This is an optimization exercise on Yosys and OpenROAD, whose aim is small area, a short achievable clock period and few clock cycles per item, not a production implementation. In this exercise RTL edits were held to simulation tests only and were not proved equivalent to the original. Power is estimated from default activity; no workload was simulated.

## config.mk

```make
export PLATFORM = sky130hd
export DESIGN_NAME = axi_dcache
export DESIGN_NICKNAME = axi_dcache
export VERILOG_FILES = /design/flow/design.v
export SDC_FILE = /design/flow/constraint.sdc
export NUM_CORES = 4
export LEC_CHECK = 0
export CAP_MARGIN = 20
export CORE_MARGIN = 2
export CORE_UTILIZATION = 40
export SLEW_MARGIN = 20
```

## constraint.sdc

```tcl
create_clock -name core_clock -period 5.0 [get_ports {S_AXI_ACLK}]
set_input_delay 1.0000 -clock core_clock [delete_from_list [all_inputs] [get_ports {S_AXI_ACLK}]]
set_output_delay 1.0000 -clock core_clock [all_outputs]
set_load 0.01 [all_outputs]
```

## design.v

```verilog
`default_nettype none
package dcache_pkg;
	localparam int ADDR_W = 32;
	localparam int DATA_W = 32;
	localparam int STRB_W = DATA_W / 8;
	localparam int BYTE_LSB = 2;
	localparam int LG_WORDS = 6;
	localparam int LG_LINE = 3;
	localparam int LG_LINES = LG_WORDS - LG_LINE;
	localparam int TAG_W = ADDR_W - LG_WORDS - BYTE_LSB;
	localparam int NAUX = 5;
	localparam int LINE_ARLEN = (1 << LG_LINE) - 1;
	localparam int UNCACHED_BIT = 31;
	localparam int RESP_ERR_BIT = 1;
	typedef enum logic [2:0] {
		OP_LW = 3'b000,
		OP_SW = 3'b001,
		OP_LH = 3'b100,
		OP_SH = 3'b101,
		OP_LB = 3'b110,
		OP_SB = 3'b111
	} mem_op_t;
	typedef enum logic [2:0] {
		REQ_NONE,
		REQ_CREAD,
		REQ_UREAD,
		REQ_WRITE,
		REQ_BAD
	} req_kind_t;
	typedef enum logic [1:0] {
		BUS_IDLE,
		BUS_WRITE,
		BUS_READ_SINGLE,
		BUS_READ_LINE
	} bus_state_t;
	function automatic logic [STRB_W-1:0] lane_strb(input mem_op_t op, input logic [BYTE_LSB-1:0] off);
		case (op[2:1])
		2'b10:   lane_strb = 4'b0011 << off;
		2'b11:   lane_strb = 4'b0001 << off;
		default: lane_strb = 4'b1111;
		endcase
	endfunction
	function automatic logic [DATA_W-1:0] lane_data(input mem_op_t op, input logic [DATA_W-1:0] d,
			input logic [BYTE_LSB-1:0] off);
		case (op[2:1])
		2'b10:   lane_data = {16'h0, d[15:0]} << {off, 3'b000};
		2'b11:   lane_data = {24'h0, d[7:0]} << {off, 3'b000};
		default: lane_data = d;
		endcase
	endfunction
	function automatic logic [2:0] op_axsize(input mem_op_t op);
		case (op[2:1])
		2'b10:   op_axsize = 3'd1;
		2'b11:   op_axsize = 3'd0;
		default: op_axsize = 3'd2;
		endcase
	endfunction
	function automatic logic [DATA_W-1:0] lane_extract(input mem_op_t op, input logic [DATA_W-1:0] w,
			input logic [BYTE_LSB-1:0] off);
		logic [DATA_W-1:0] shifted;
		shifted = w >> {off, 3'b000};
		case (op[2:1])
		2'b10:   lane_extract = {16'h0, shifted[15:0]};
		2'b11:   lane_extract = {24'h0, shifted[7:0]};
		default: lane_extract = shifted;
		endcase
	endfunction
endpackage
`default_nettype wire
`timescale 1ns/10ps
`default_nettype none
module dcache_request (
	input	wire				S_AXI_ACLK,
	input	wire				S_AXI_ARESETN,
	input	wire				i_pipe_stb,
	input	wire dcache_pkg::mem_op_t	i_op,
	input	wire [dcache_pkg::ADDR_W-1:0]	i_addr,
	input	wire [dcache_pkg::DATA_W-1:0]	i_data,
	input	wire [dcache_pkg::NAUX-1:0]	i_oreg,
	input	wire				i_busy,
	output	dcache_pkg::req_kind_t		o_kind,
	output	dcache_pkg::mem_op_t		o_op,
	output	logic [dcache_pkg::ADDR_W-1:0]	o_addr,
	output	logic [dcache_pkg::DATA_W-1:0]	o_data,
	output	logic [dcache_pkg::NAUX-1:0]	o_wreg
);
	logic	accept;
	logic	misaligned;
	assign accept = i_pipe_stb && !i_busy;
	always_comb
	begin
		case (i_op[2:1])
		2'b10:   misaligned = (i_addr[dcache_pkg::BYTE_LSB-1:0] == 2'd3);
		2'b11:   misaligned = 1'b0;
		default: misaligned = (i_addr[dcache_pkg::BYTE_LSB-1:0] != 2'd0);
		endcase
	end
	always_ff @(posedge S_AXI_ACLK)
	begin
		if (!S_AXI_ARESETN)
			o_kind <= dcache_pkg::REQ_NONE;
		else if (!accept)
			o_kind <= dcache_pkg::REQ_NONE;
		else if (misaligned)
			o_kind <= dcache_pkg::REQ_BAD;
		else if (i_op[0])
			o_kind <= dcache_pkg::REQ_WRITE;
		else if (i_addr[dcache_pkg::UNCACHED_BIT])
			o_kind <= dcache_pkg::REQ_UREAD;
		else
			o_kind <= dcache_pkg::REQ_CREAD;
	end
	always_ff @(posedge S_AXI_ACLK)
	begin
		if (accept)
		begin
			o_op <= i_op;
			o_addr <= i_addr;
			o_data <= i_data;
			o_wreg <= i_oreg;
		end
	end
endmodule
`default_nettype wire
`timescale 1ns/10ps
`default_nettype none
module dcache_lookup (
	input	wire				S_AXI_ACLK,
	input	wire				S_AXI_ARESETN,
	input	wire				i_clear,
	input	wire dcache_pkg::req_kind_t	i_kind,
	input	wire dcache_pkg::mem_op_t	i_op,
	input	wire [dcache_pkg::ADDR_W-1:0]	i_addr,
	input	wire [dcache_pkg::DATA_W-1:0]	i_data,
	input	wire				i_fill_beat,
	input	wire [dcache_pkg::DATA_W-1:0]	i_fill_word,
	input	wire				i_fill_done,
	input	wire				i_fill_err,
	input	wire				i_wr_done,
	output	logic				o_hit_valid,
	output	logic [dcache_pkg::DATA_W-1:0]	o_hit_word,
	output	logic				o_fill_req,
	output	logic [dcache_pkg::ADDR_W-1:0]	o_fill_addr
);
	logic	[(1<<dcache_pkg::LG_LINES)-1:0]	line_valid;
	logic	[dcache_pkg::TAG_W-1:0]		line_tag [0:(1<<dcache_pkg::LG_LINES)-1];
	logic	[dcache_pkg::DATA_W-1:0]	mem [0:(1<<dcache_pkg::LG_WORDS)-1];
	logic	[dcache_pkg::LG_WORDS-1:0]	req_word;
	logic	[dcache_pkg::LG_LINES-1:0]	req_line;
	logic	[dcache_pkg::TAG_W-1:0]		req_tag;
	logic					line_present;
	logic				rd_chk;
	logic				rd_valid;
	logic				recheck;
	logic	[dcache_pkg::TAG_W-1:0]	rd_tag;
	logic	[dcache_pkg::DATA_W-1:0]	rd_word;
	logic				hit_now;
	logic	[dcache_pkg::LG_LINE-1:0]	fill_cnt;
	logic	[dcache_pkg::LG_WORDS-1:0]	wr_idx;
	logic	[dcache_pkg::DATA_W-1:0]	wr_val;
	logic	[dcache_pkg::STRB_W-1:0]	wr_strb;
	assign req_word = i_addr[dcache_pkg::BYTE_LSB +: dcache_pkg::LG_WORDS];
	assign req_line = req_word[dcache_pkg::LG_WORDS-1 -: dcache_pkg::LG_LINES];
	assign req_tag = i_addr[dcache_pkg::ADDR_W-1 -: dcache_pkg::TAG_W];
	assign line_present = line_valid[req_line] && (line_tag[req_line] == req_tag);
	assign hit_now = rd_valid && (rd_tag == req_tag);
	always_ff @(posedge S_AXI_ACLK)
	begin
		if (!S_AXI_ARESETN)
		begin
			rd_chk <= 1'b0;
			recheck <= 1'b0;
			o_hit_valid <= 1'b0;
			o_fill_req <= 1'b0;
			fill_cnt <= '0;
			line_valid <= '0;
		end
		else
		begin
			rd_chk <= (i_kind == dcache_pkg::REQ_CREAD) || recheck;
			recheck <= i_fill_done;
			o_hit_valid <= rd_chk && hit_now;
			o_fill_req <= rd_chk && !hit_now;
			if (o_fill_req)
				fill_cnt <= '0;
			else if (i_fill_beat)
				fill_cnt <= fill_cnt + 1'b1;
			if (rd_chk && !hit_now)
				line_valid[req_line] <= 1'b0;
			if (i_fill_done)
				line_valid[req_line] <= 1'b1;
			if (i_fill_err)
				line_valid[req_line] <= 1'b0;
			if (i_clear)
				line_valid <= '0;
		end
	end
	always_ff @(posedge S_AXI_ACLK)
	begin
		rd_valid <= line_valid[req_line];
		rd_tag <= line_tag[req_line];
		rd_word <= mem[req_word];
		o_hit_word <= rd_word;
		o_fill_addr <= {req_tag, req_line, {(dcache_pkg::LG_LINE+dcache_pkg::BYTE_LSB){1'b0}}};
		if (rd_chk && !hit_now)
			line_tag[req_line] <= req_tag;
	end
	always_comb
	begin
		if (i_fill_beat)
		begin
			wr_idx = {req_line, fill_cnt};
			wr_val = i_fill_word;
			wr_strb = '1;
		end
		else
		begin
			wr_idx = req_word;
			wr_val = dcache_pkg::lane_data(i_op, i_data, i_addr[dcache_pkg::BYTE_LSB-1:0]);
			if (i_wr_done && line_present)
				wr_strb = dcache_pkg::lane_strb(i_op, i_addr[dcache_pkg::BYTE_LSB-1:0]);
			else
				wr_strb = '0;
		end
	end
	always_ff @(posedge S_AXI_ACLK)
	begin
		for (int k = 0; k < dcache_pkg::STRB_W; k++)
		begin
			if (wr_strb[k])
				mem[wr_idx][8*k +: 8] <= wr_val[8*k +: 8];
		end
	end
endmodule
`default_nettype wire
`timescale 1ns/10ps
`default_nettype none
module dcache_bus_master (
	input	wire				S_AXI_ACLK,
	input	wire				S_AXI_ARESETN,
	input	wire dcache_pkg::req_kind_t	i_kind,
	input	wire dcache_pkg::mem_op_t	i_op,
	input	wire [dcache_pkg::ADDR_W-1:0]	i_addr,
	input	wire [dcache_pkg::DATA_W-1:0]	i_data,
	input	wire				i_fill_req,
	input	wire [dcache_pkg::ADDR_W-1:0]	i_fill_addr,
	input	wire				M_AXI_AWREADY,
	input	wire				M_AXI_WREADY,
	input	wire				M_AXI_BVALID,
	input	wire [1:0]			M_AXI_BRESP,
	input	wire				M_AXI_ARREADY,
	input	wire				M_AXI_RVALID,
	input	wire [dcache_pkg::DATA_W-1:0]	M_AXI_RDATA,
	input	wire				M_AXI_RLAST,
	input	wire [1:0]			M_AXI_RRESP,
	output	logic				M_AXI_AWVALID,
	output	logic [dcache_pkg::ADDR_W-1:0]	M_AXI_AWADDR,
	output	logic [2:0]			M_AXI_AWSIZE,
	output	logic				M_AXI_WVALID,
	output	logic [dcache_pkg::DATA_W-1:0]	M_AXI_WDATA,
	output	logic [dcache_pkg::STRB_W-1:0]	M_AXI_WSTRB,
	output	logic				M_AXI_ARVALID,
	output	logic [dcache_pkg::ADDR_W-1:0]	M_AXI_ARADDR,
	output	logic [7:0]			M_AXI_ARLEN,
	output	logic [2:0]			M_AXI_ARSIZE,
	output	logic				o_fill_beat,
	output	logic [dcache_pkg::DATA_W-1:0]	o_fill_word,
	output	logic				o_fill_done,
	output	logic				o_fill_err,
	output	logic				o_bus_valid,
	output	logic [dcache_pkg::DATA_W-1:0]	o_bus_word,
	output	logic				o_bus_err,
	output	logic				o_wr_done
);
	dcache_pkg::bus_state_t		state;
	logic				line_err;
	logic				r_err;
	logic				b_err;
	logic	[dcache_pkg::DATA_W-1:0]	r_data;
	assign r_err = M_AXI_RRESP[dcache_pkg::RESP_ERR_BIT];
	assign b_err = M_AXI_BRESP[dcache_pkg::RESP_ERR_BIT];
	assign o_fill_word = r_data;
	assign o_bus_word = r_data;
	always_ff @(posedge S_AXI_ACLK)
	begin
		if (!S_AXI_ARESETN)
		begin
			state <= dcache_pkg::BUS_IDLE;
			M_AXI_AWVALID <= 1'b0;
			M_AXI_WVALID <= 1'b0;
			M_AXI_ARVALID <= 1'b0;
			line_err <= 1'b0;
			o_fill_beat <= 1'b0;
			o_fill_done <= 1'b0;
			o_fill_err <= 1'b0;
			o_bus_valid <= 1'b0;
			o_bus_err <= 1'b0;
			o_wr_done <= 1'b0;
		end
		else
		begin
			o_fill_beat <= 1'b0;
			o_fill_done <= 1'b0;
			o_fill_err <= 1'b0;
			o_bus_valid <= 1'b0;
			o_bus_err <= 1'b0;
			o_wr_done <= 1'b0;
			if (M_AXI_AWREADY)
				M_AXI_AWVALID <= 1'b0;
			if (M_AXI_WREADY)
				M_AXI_WVALID <= 1'b0;
			if (M_AXI_ARREADY)
				M_AXI_ARVALID <= 1'b0;
			case (state)
			dcache_pkg::BUS_IDLE:
			begin
				line_err <= 1'b0;
				if (i_kind == dcache_pkg::REQ_WRITE)
				begin
					state <= dcache_pkg::BUS_WRITE;
					M_AXI_AWVALID <= 1'b1;
					M_AXI_WVALID <= 1'b1;
				end
				else if (i_kind == dcache_pkg::REQ_UREAD)
				begin
					state <= dcache_pkg::BUS_READ_SINGLE;
					M_AXI_ARVALID <= 1'b1;
				end
				else if (i_fill_req)
				begin
					state <= dcache_pkg::BUS_READ_LINE;
					M_AXI_ARVALID <= 1'b1;
				end
			end
			dcache_pkg::BUS_WRITE:
			begin
				if (M_AXI_BVALID)
				begin
					state <= dcache_pkg::BUS_IDLE;
					o_wr_done <= !b_err;
					o_bus_err <= b_err;
				end
			end
			dcache_pkg::BUS_READ_SINGLE:
			begin
				if (M_AXI_RVALID)
				begin
					state <= dcache_pkg::BUS_IDLE;
					o_bus_valid <= !r_err;
					o_bus_err <= r_err;
				end
			end
			dcache_pkg::BUS_READ_LINE:
			begin
				if (M_AXI_RVALID)
				begin
					o_fill_beat <= 1'b1;
					if (r_err)
						line_err <= 1'b1;
					if (M_AXI_RLAST)
					begin
						state <= dcache_pkg::BUS_IDLE;
						o_fill_done <= !(line_err || r_err);
						o_fill_err <= line_err || r_err;
						o_bus_err <= line_err || r_err;
					end
				end
			end
			default:
				state <= dcache_pkg::BUS_IDLE;
			endcase
		end
	end
	always_ff @(posedge S_AXI_ACLK)
	begin
		if (state == dcache_pkg::BUS_IDLE)
		begin
			M_AXI_AWADDR <= i_addr;
			M_AXI_AWSIZE <= dcache_pkg::op_axsize(i_op);
			M_AXI_WDATA <= dcache_pkg::lane_data(i_op, i_data,
				i_addr[dcache_pkg::BYTE_LSB-1:0]);
			M_AXI_WSTRB <= dcache_pkg::lane_strb(i_op, i_addr[dcache_pkg::BYTE_LSB-1:0]);
			if (i_fill_req)
			begin
				M_AXI_ARADDR <= i_fill_addr;
				M_AXI_ARLEN <= 8'(dcache_pkg::LINE_ARLEN);
				M_AXI_ARSIZE <= 3'(dcache_pkg::BYTE_LSB);
			end
			else
			begin
				M_AXI_ARADDR <= i_addr;
				M_AXI_ARLEN <= 8'd0;
				M_AXI_ARSIZE <= dcache_pkg::op_axsize(i_op);
			end
		end
		if (M_AXI_RVALID)
			r_data <= M_AXI_RDATA;
	end
endmodule
`default_nettype wire
`timescale 1ns/10ps
`default_nettype none
module dcache_response (
	input	wire				S_AXI_ACLK,
	input	wire				S_AXI_ARESETN,
	input	wire				i_pipe_stb,
	input	wire dcache_pkg::req_kind_t	i_kind,
	input	wire dcache_pkg::mem_op_t	i_op,
	input	wire [dcache_pkg::BYTE_LSB-1:0]	i_addr,
	input	wire				i_hit_valid,
	input	wire [dcache_pkg::DATA_W-1:0]	i_hit_word,
	input	wire				i_bus_valid,
	input	wire [dcache_pkg::DATA_W-1:0]	i_bus_word,
	input	wire				i_bus_err,
	input	wire				i_wr_done,
	input	wire [dcache_pkg::NAUX-1:0]	i_wreg,
	output	logic				o_busy,
	output	logic				o_pipe_stalled,
	output	logic				o_valid,
	output	logic				o_err,
	output	logic [dcache_pkg::DATA_W-1:0]	o_data,
	output	logic [dcache_pkg::NAUX-1:0]	o_wreg
);
	logic				bad_q;
	logic				finish;
	logic	[dcache_pkg::DATA_W-1:0]	sel_word;
	assign finish = i_hit_valid || i_bus_valid || i_bus_err || i_wr_done || bad_q;
	assign o_pipe_stalled = o_busy;
	assign sel_word = i_hit_valid ? i_hit_word : i_bus_word;
	always_ff @(posedge S_AXI_ACLK)
	begin
		if (!S_AXI_ARESETN)
		begin
			o_busy <= 1'b0;
			o_valid <= 1'b0;
			o_err <= 1'b0;
			bad_q <= 1'b0;
		end
		else
		begin
			bad_q <= (i_kind == dcache_pkg::REQ_BAD);
			o_valid <= i_hit_valid || i_bus_valid;
			o_err <= i_bus_err || bad_q;
			if (i_pipe_stb && !o_busy)
				o_busy <= 1'b1;
			else if (finish)
				o_busy <= 1'b0;
		end
	end
	always_ff @(posedge S_AXI_ACLK)
	begin
		if (i_hit_valid || i_bus_valid)
			o_data <= dcache_pkg::lane_extract(i_op, sel_word, i_addr);
		if (finish)
			o_wreg <= i_wreg;
	end
endmodule
`default_nettype wire
`timescale 1ns/10ps
`default_nettype none
module axi_dcache (
	input	wire				S_AXI_ACLK,
	input	wire				S_AXI_ARESETN,
	input	wire				i_clear,
	input	wire				i_pipe_stb,
	input	wire dcache_pkg::mem_op_t	i_op,
	input	wire [dcache_pkg::ADDR_W-1:0]	i_addr,
	input	wire [dcache_pkg::DATA_W-1:0]	i_data,
	input	wire [dcache_pkg::NAUX-1:0]	i_oreg,
	output	wire				o_busy,
	output	wire				o_pipe_stalled,
	output	wire				o_valid,
	output	wire				o_err,
	output	wire [dcache_pkg::NAUX-1:0]	o_wreg,
	output	wire [dcache_pkg::DATA_W-1:0]	o_data,
	output	wire				M_AXI_AWVALID,
	input	wire				M_AXI_AWREADY,
	output	wire [dcache_pkg::ADDR_W-1:0]	M_AXI_AWADDR,
	output	wire [2:0]			M_AXI_AWSIZE,
	output	wire				M_AXI_WVALID,
	input	wire				M_AXI_WREADY,
	output	wire [dcache_pkg::DATA_W-1:0]	M_AXI_WDATA,
	output	wire [dcache_pkg::STRB_W-1:0]	M_AXI_WSTRB,
	input	wire				M_AXI_BVALID,
	input	wire [1:0]			M_AXI_BRESP,
	output	wire				M_AXI_ARVALID,
	input	wire				M_AXI_ARREADY,
	output	wire [dcache_pkg::ADDR_W-1:0]	M_AXI_ARADDR,
	output	wire [7:0]			M_AXI_ARLEN,
	output	wire [2:0]			M_AXI_ARSIZE,
	input	wire				M_AXI_RVALID,
	input	wire [dcache_pkg::DATA_W-1:0]	M_AXI_RDATA,
	input	wire				M_AXI_RLAST,
	input	wire [1:0]			M_AXI_RRESP
);
	dcache_pkg::req_kind_t			req_kind;
	dcache_pkg::mem_op_t			req_op;
	logic	[dcache_pkg::ADDR_W-1:0]	req_addr;
	logic	[dcache_pkg::DATA_W-1:0]	req_data;
	logic	[dcache_pkg::NAUX-1:0]		req_wreg;
	logic					hit_valid;
	logic	[dcache_pkg::DATA_W-1:0]	hit_word;
	logic					fill_req;
	logic	[dcache_pkg::ADDR_W-1:0]	fill_addr;
	logic					fill_beat;
	logic	[dcache_pkg::DATA_W-1:0]	fill_word;
	logic					fill_done;
	logic					fill_err;
	logic					bus_valid;
	logic	[dcache_pkg::DATA_W-1:0]	bus_word;
	logic					bus_err;
	logic					wr_done;
	dcache_request request_i (
		.S_AXI_ACLK,
		.S_AXI_ARESETN,
		.i_pipe_stb,
		.i_op,
		.i_addr,
		.i_data,
		.i_oreg,
		.i_busy(o_busy),
		.o_kind(req_kind),
		.o_op(req_op),
		.o_addr(req_addr),
		.o_data(req_data),
		.o_wreg(req_wreg)
	);
	dcache_lookup lookup_i (
		.S_AXI_ACLK,
		.S_AXI_ARESETN,
		.i_clear,
		.i_kind(req_kind),
		.i_op(req_op),
		.i_addr(req_addr),
		.i_data(req_data),
		.i_fill_beat(fill_beat),
		.i_fill_word(fill_word),
		.i_fill_done(fill_done),
		.i_fill_err(fill_err),
		.i_wr_done(wr_done),
		.o_hit_valid(hit_valid),
		.o_hit_word(hit_word),
		.o_fill_req(fill_req),
		.o_fill_addr(fill_addr)
	);
	dcache_bus_master bus_master_i (
		.S_AXI_ACLK,
		.S_AXI_ARESETN,
		.i_kind(req_kind),
		.i_op(req_op),
		.i_addr(req_addr),
		.i_data(req_data),
		.i_fill_req(fill_req),
		.i_fill_addr(fill_addr),
		.M_AXI_AWREADY,
		.M_AXI_WREADY,
		.M_AXI_BVALID,
		.M_AXI_BRESP,
		.M_AXI_ARREADY,
		.M_AXI_RVALID,
		.M_AXI_RDATA,
		.M_AXI_RLAST,
		.M_AXI_RRESP,
		.M_AXI_AWVALID,
		.M_AXI_AWADDR,
		.M_AXI_AWSIZE,
		.M_AXI_WVALID,
		.M_AXI_WDATA,
		.M_AXI_WSTRB,
		.M_AXI_ARVALID,
		.M_AXI_ARADDR,
		.M_AXI_ARLEN,
		.M_AXI_ARSIZE,
		.o_fill_beat(fill_beat),
		.o_fill_word(fill_word),
		.o_fill_done(fill_done),
		.o_fill_err(fill_err),
		.o_bus_valid(bus_valid),
		.o_bus_word(bus_word),
		.o_bus_err(bus_err),
		.o_wr_done(wr_done)
	);
	dcache_response response_i (
		.S_AXI_ACLK,
		.S_AXI_ARESETN,
		.i_pipe_stb,
		.i_kind(req_kind),
		.i_op(req_op),
		.i_addr(req_addr[dcache_pkg::BYTE_LSB-1:0]),
		.i_hit_valid(hit_valid),
		.i_hit_word(hit_word),
		.i_bus_valid(bus_valid),
		.i_bus_word(bus_word),
		.i_bus_err(bus_err),
		.i_wr_done(wr_done),
		.i_wreg(req_wreg),
		.o_busy,
		.o_pipe_stalled,
		.o_valid,
		.o_err,
		.o_data,
		.o_wreg
	);
endmodule
`default_nettype wire
```

## run.sh

```bash
#!/bin/bash
# synth_recipe.tcl (not shown) runs the flow's synth.tcl, then flattens the netlist and writes it again
# the make line also repeats each setting of config.mk as NAME=value (left out here)
make -C /OpenROAD-flow-scripts/flow DESIGN_CONFIG=/design/flow/config.mk WORK_HOME=/design/flow/orfs CLKGATE_MAP_FILE= SYNTH_SCRIPT=/design/flow/synth_recipe.tcl finish
```

==> impl_metrics.csv <==
group,metric,value,unit
synthesis,ys_warn_count,4,
placed_design,port-buffer-count,266,
die,start_util,0.4017,
synthesis,synth-edff-count,2485,
synthesis,ys_types,67,
cts,cts_resized,0,
critical_path,reg2reg_slack,0.79,ns
cts,cts_tree,"built",
finish,syn2layout_area_growth,17.77,%
die,die-width,506.0,um
outcome,status,"finished clean",
grt,grt_max_degree,73,
job,max_cap_violations,0,
synthesis,synth_top_area_frac,0.7403,
sta,min_period_over_period,0.8411,
sta,hold_violations,0,
finish,drive_gt1_frac,0.2750,
finish,final_nets,5575,
critical_path,crit_required,5.56,ns
die,die-area,256000,um^2
synthesis,post-synth-top-area-cell,"edfxtp_1",
cts,clockBufferDepth,4,
drt,viasPerCell,5.584,
power_and_ir_drop,worst_ir_drop_vdd,0.0004013,V
cts,root_buffer,"clkbuf_16",
min_path,holdPathStages,0,
drt,ant_nets,0,
min_path,hold_class,"reg -> reg",
synthesis,ys.flop_type,"edfxtp_1",
sta,rsz0062_at_grt,"no",
sta,slew_violations,0,
sta,setup_viol,0,
cts,postCtsSetupBuffers,0,
power_and_ir_drop,power_density,403.5,nW/um^2
sta,timing.fmax,237.8,MHz
finish,layout_common_cells,"edfxtp_1, mux4_2, buf_4",
grt,grt_pass1_vias,50303,
cts,clkLatencyLatePin,0.95,ns
synthesis,async_flop_share,0,
sta,slew_headroom,0.1830,
cts,cts.sinks,2638,
drt,drc,0,
finish,layout_commonest_cell,"edfxtp_1",
finish,fill_cells,20551,
power_and_ir_drop,leakage,0.03842,uW
critical_path,arrival,4.77,ns
synthesis,synthCells,4731,
grt,antenna_found_initial,29,
drt,vias,50399,
sta,tightest_slew,1.216,ns
grt,grt_pass1_wl,373200,um
synthesis,syn-cell-area,100800,um^2
drt,wl,264900,um
sta,setup_slack,0.7948,ns
critical_path,end_kind,"flop",
sta,finalSetupTns,0,ns
critical_path,crit_type,"reg -> reg",
synthesis,synthTopCellsByArea,"edfxtp_1, mux4_2, dfxtp_1",
die,rows,184,
drt,drt-pass1-iter-count,10,
die,fp.dieH,506.0,um
grt,grtUsageTotal,0.2040,
min_path,hold_path_end,"lookup_i.o_hit_word[19]",
cts,cts_max_level,5,
grt,grt_overflow,0,
sta,fin_crit,4.205,ns
min_path,min_from,"lookup_i.rd_word[19]",
drt,wl_per_cell,29.34,um
synthesis,seq_area_frac_synth,0.7707,
die,io_pins,276,
placed_design,dp_hpwl,170700,um
drt,drtIter0Drc,6500,
die,core-area,250900,um^2
cts,cts_buffers,284,
critical_path,reg2reg_depth,11,
critical_path,reg2reg_to,"lookup_i.mem[61][23]",
placed_design,pre_cts_slack,0.8317,ns
cts,clkTransAtPathRegs,0.06,ns
cts,cts_hold_buf,0,
critical_path,path_max_fanout,64,
sta,clock_skew,0.09199,ns
synthesis,ys_ff_latch,2638,
synthesis,postSynthAreaPerCell,21.31,um^2
critical_path,start_kind,"flop",
placed_design,gp_congestion,0.8925,
[cell families after synthesis]
group,count (synthesis),synth area share
AO/OA/AOI/OAI,232,0.01566
XOR/XNOR,43,0.003736
adder cells (fa/ha/maj),4,0.0004965
buffers and inverters,277,0.01358
flip-flops,2638,0.7707
multiplexers,905,0.1682
other,1,0.00003720
AND/OR/NAND/NOR,631,0.02762
[worst max-delay path, stage by stage, from the launching register on]
cell,delay (ns)
dfxtp_1,0.72
buf_4,0.39
or2b_1,0.30
o22ai_1,0.26
or3_1,0.15
nand4b_1,0.16
nor4b_4,0.61
buf_4,0.26
a41oi_4,0.08
buf_4,0.39
nor2_1,0.23
buf_4,0.22
[final cells by class]
cell class / count / area [um^2] / area share
timing repair buffer: 686 / 6136 / 0.05169
antenna: 28 / 70.07 / 0.0005902
clock buffer: 350 / 7625 / 0.06423
multi-input combinational: 1822 / 21870 / 0.1843
clock inverter: 133 / 1051 / 0.008853
sequential: 2638 / 77690 / 0.6544
inverter: 21 / 78.83 / 0.0006640
tap: 3348 / 4189 / 0.03529
[Yosys cell counts (6+ instances only)]
library cell / n
nor4_1: 6
nor3_1: 14
mux2i_1: 173
and2_1: 23
mux4_2: 617
edfxtp_1: 2485
nand3b_1: 9
a211oi_1: 10
nand3_1: 8
nor2_1: 353
xor2_1: 34
o21ai_0: 35
o2bb2ai_1: 15
buf_2: 44
inv_1: 21
buf_6: 25
nand2b_1: 12
a22oi_1: 18
dfxtp_1: 153
mux2_2: 103
nor3b_1: 16
buf_1: 53
mux2_1: 9
xnor2_1: 9
nor2b_1: 13
o22ai_1: 75
a21oi_1: 45
buf_4: 20
or3_1: 8
clkbuf_1: 113
nand2_1: 144
[through the flow]
stage               hold WS, ns    util  std cells  total power (uW)  area, um^2
global route             0.3318  0.4729       9008             49310      118700
floorplan                0.3096       -       4737             27000      100800
global placement         0.3114  0.4382       8515             28430      110000
finish                   0.3189  0.4731       9026             47900      118700
CTS                      0.3145  0.4727       8998             48270      118600
detailed placement       0.3121  0.4382       8515             28500      110000
[worst max-delay path by stage]
stage | start | to | slack (ns) | cells after the start
2_1_floorplan | i_pipe_stb | flop | 1.18 | 3
3_3_place_gp | flop | lookup_i.mem[16][5] | 0.88 | 10
3_5_place_dp | flop | lookup_i.mem[16][6] | 0.83 | 10
4_1_cts | flop | lookup_i.mem[16][7] | 0.77 | 10
5_1_grt | flop | lookup_i.mem[7][21] | 0.60 | 11
6_report | flop | lookup_i.mem[61][23] | 0.79 | 11
[where the power goes]
group | total (uW) | internal, uW | switching (uW)
logic | 3090 | 1210 | 1880
registers | 24900 | 24700 | 224
clock network | 19900 | 11600 | 8290
total | 47900 | 37500 | 10400
[state kept, by name, summed over array words and instances, names as in the netlist, 8 cells and up, named ones only]
name / count
lookup_i.mem: 2048
lookup_i.line_tag: 192
bus_master_i.M_AXI_ARADDR: 32
bus_master_i.M_AXI_AWADDR: 32
bus_master_i.M_AXI_WDATA: 32
bus_master_i.r_data: 32
lookup_i.o_hit_word: 32
lookup_i.rd_word: 32
request_i.o_addr: 32
request_i.o_data: 32
response_i.o_data: 32
lookup_i.o_fill_addr: 27
lookup_i.rd_tag: 24
lookup_i.line_valid: 8
[per-layer routing]
layer	part of all wire	vias to the layer above	GRT usage	routed length, um
met3	0.093	468	0.05448	24640
met5	0.0016	-	0.008704	428
li1	-	20895	-	-
met4	0.037	24	0.07674	9827
met1	0.40	26630	0.2773	106900
met2	0.46	2382	0.3149	123100
Testbench counts, summed over its fixed seeds: cycles 76,171, requests 12,000.

what the ideal ports hide:
No port has a modelled driver above. Below, the same layout with a new extraction and two added sets of constraints. Step 1 sets driving cells, clkbuf_16 on the clock port and buf_2 on the other inputs (assumed; they add their load-dependent delay and slew). Step 2 moves the port delays by t, midway between the first and last clock arrival at a register: inputs arrive t later, outputs are due t later. That takes back most of the time a late clock gives input paths. a / b / c = no drivers / after step 1 / after step 2; a / b = the first two.
t (ns): 0.995
slack for setup (ns): 0.795 / 0.795 / 0.795
worst slew at a driven data input, ns: 0.11
After both steps setup and hold are still met in this run. The setup slack of this run moves by 0.000 ns with the drivers and by 0.000 ns with both steps.
